Source: an optimization exercise on an open RTL-to-GDS flow (aim: small area, a short achievable clock period and few clock cycles). Production flows keep margins and buffers that such runs may drop.
Only simulation tests tie the RTL to the original design; equivalence was not proved.

## run A
// aggregate_top
module aggregate_top (
	input logic clk,
	input logic rst,
	input logic start,
	input logic [agg_pkg::COUNT_W-1:0] num_vertices,
	input logic rec_valid,
	input logic [link_pkg::REC_W-1:0] rec,
	output logic credit_return,
	input logic load_we,
	input logic [agg_pkg::VADDR_W-1:0] load_addr,
	input logic [agg_pkg::FEAT_W-1:0] load_data,
	input logic [agg_pkg::VADDR_W-1:0] rd_addr,
	output logic [agg_pkg::FEAT_W-1:0] rd_data,
	output logic busy,
	output logic done
);
	logic [link_pkg::REC_W-1:0] head;
	logic head_valid;
	logic [agg_pkg::VADDR_W-1:0] head_addr;
	logic pop;
	logic [agg_pkg::VADDR_W-1:0] src_rd_addr;
	logic src_rd_en;
	logic [agg_pkg::FEAT_W-1:0] src_data;
	logic [agg_pkg::ISSUE_W-1:0] issue;
	logic dst_we;
	logic [agg_pkg::VADDR_W-1:0] dst_addr;
	logic [agg_pkg::FEAT_W-1:0] dst_data;
	record_ingress ingress_i (
		.clk(clk),
		.rst(rst),
		.rec_valid(rec_valid),
		.rec(rec),
		.pop(pop),
		.head(head),
		.head_valid(head_valid),
		.head_addr(head_addr),
		.credit_return(credit_return)
	);
	aggregate_ctrl ctrl_i (
		.clk(clk),
		.rst(rst),
		.start(start),
		.num_vertices(num_vertices),
		.head(head),
		.head_valid(head_valid),
		.head_addr_q(head_addr),
		.load_we(load_we),
		.pop(pop),
		.src_rd_addr(src_rd_addr),
		.src_rd_en(src_rd_en),
		.issue(issue),
		.done(done),
		.busy(busy)
	);
	feature_buffer #(.FWD(0)) src_buf_i (  
		.clk(clk),
		.we(load_we),
		.wr_addr(load_addr),
		.wr_data(load_data),
		.rd_en(src_rd_en),
		.rd_addr(src_rd_addr),
		.rd_data(src_data)
	);
	vector_mac mac_i (
		.clk(clk),
		.rst(rst),
		.issue(issue),
		.src_data(src_data),
		.dst_we(dst_we),
		.dst_addr(dst_addr),
		.dst_data(dst_data)
	);
	feature_buffer #(.FWD(1)) dst_buf_i (  
		.clk(clk),
		.we(dst_we),
		.wr_addr(dst_addr),
		.wr_data(dst_data),
		.rd_en(1'b1),
		.rd_addr(rd_addr),
		.rd_data(rd_data)
	);
endmodule
Size in the first run: ~2500 flip-flops, roughly 180 I/O pins, about 110000 um^2 of cells after synthesis.
==> flow/config.mk <==
export PLATFORM = sky130hd
export DESIGN_NAME = aggregate_top
export DESIGN_NICKNAME = aggregate_top
export VERILOG_FILES = /design/flow/design.v
export SDC_FILE = /design/flow/constraint.sdc
export NUM_CORES = 4
export LEC_CHECK = 0
export ABC_AREA = 1
export CAP_MARGIN = 20
export CORE_MARGIN = 2
export CORE_UTILIZATION = 40
export CTS_BUF_LIST = sky130_fd_sc_hd__clkbuf_16
export CTS_CLUSTER_DIAMETER = 70
export CTS_CLUSTER_SIZE = 24
export SETUP_SLACK_MARGIN = 5
export SLEW_MARGIN = 20
==> flow/constraint.sdc <==
create_clock -name core_clock -period 8.5 [get_ports {clk}]
set_input_delay 1.7000 -clock core_clock [delete_from_list [all_inputs] [get_ports {clk}]]
set_output_delay 1.7000 -clock core_clock [all_outputs]
set_load 0.01 [all_outputs]
run.sh (not shown) runs the stock make flow with config.mk's settings and CLKGATE_MAP_FILE= SYNTH_SCRIPT=/design/flow/synth_recipe.tcl, a recipe that flattens the netlist after the stock synthesis.
Testbench counts of run A, summed over its fixed seeds: cycles 3,824.
For run B, these inputs were changed with respect to run A:
- a deleted ABC_AREA that had been 1
- a change of CTS_CLUSTER_DIAMETER from 70 to 50
- a change of CTS_CLUSTER_SIZE from 24 to 14
- a change of CTS_BUF_LIST from sky130_fd_sc_hd__clkbuf_16 to sky130_fd_sc_hd__clkbuf_8
--- outcome ---
From run A to run B the numbers moved as follows: register-to-register slack increased by 0.09 ns relative to the old numbers, initial core utilization closely matched the old numbers.
Looking only at count of plain and timing-repair buffers in the layout, and setting everything else aside, the lower value of run B and run A goes to run A.
Run A -> run B: area taken by flip-flops and latches flat
On transition time at the pin with the least slew margin, the higher figure sits with run B, not run A.
Run B was carried through to the last stage, and its layout satisfied the timing, design-rule and antenna checks.
Run A finished every step from synthesis to the final layout, and the layout passed the timing, design-rule and antenna checks.
Against run A, fmax in run B came out better.
Area of the multi-input gates: run B and run A compared, lower one is run B
Run B vs. run A: vias after detailed routing went down 6182; complex-gate fraction of the synthesized area went up 6.5 points.
diff inputs: run B => run C
- CTS_CLUSTER_DIAMETER now 70, was 50
- CTS_CLUSTER_SIZE now 24, was 14
- CORE_UTILIZATION now 55, was 40
- PLACE_DENSITY now 0.7, previously not set
- CTS_BUF_LIST now sky130_fd_sc_hd__clkbuf_16, was sky130_fd_sc_hd__clkbuf_8
Findings:
Per the final summary, run C finished and its layout is clean on timing, DRC and antenna. Buffering overhead ends up higher on run C. Of the two values seen for start-to-end type of the worst setup path, flip-flop to flip-flop was produced by run C and primary input to flip-flop by run B. Taking run B as the reference, in run C final standard cell count with taps included and fillers excluded lower; core utilization went up 16 points; setup slack of the worst register-to-register path down 0.17 ns.

## static timing again, ports no longer ideal
The flow's constraints put no driver on any port. The routed layouts listed below were extracted and timed again, unchanged, in two steps. Step 1 (the two cells are an assumption about what drives the block):
set clk [get_ports {clk}]
set_driving_cell -lib_cell sky130_fd_sc_hd__clkbuf_16 $clk
set_driving_cell -lib_cell sky130_fd_sc_hd__buf_2 [delete_from_list [all_inputs] $clk]
Step 2 adds t to the input delays and takes it off the output delays; t is the mean of the earliest and latest rising clock arrival at the registers after step 1. Input paths then give back, and output paths get back, about the clock's delay inside the block. Three values: no drivers, after step 1, after step 2; two values: the first two.
run | t, ns | setup slack, ns | hold slack, ns | worst register clock-pin slew, ns | worst slew at a driven data input, ns
run A | 0.950 | 4.932 / 4.932 / 4.135 | 0.457 / 0.457 / 0.457 | 0.10 / 0.10 | 0.17
run B | 1.163 | 4.965 / 4.982 / 3.850 | 0.440 / 0.440 / 0.440 | 0.10 / 0.10 | 0.15
run C | 0.932 | 4.854 / 4.854 / 4.056 | 0.436 / 0.436 / 0.436 | 0.10 / 0.10 | 0.18
After both steps setup and hold are still met in every run listed. For run B, which loses most, drivers alone change the setup slack by +0.017 ns; drivers and shift together by -1.115 ns.
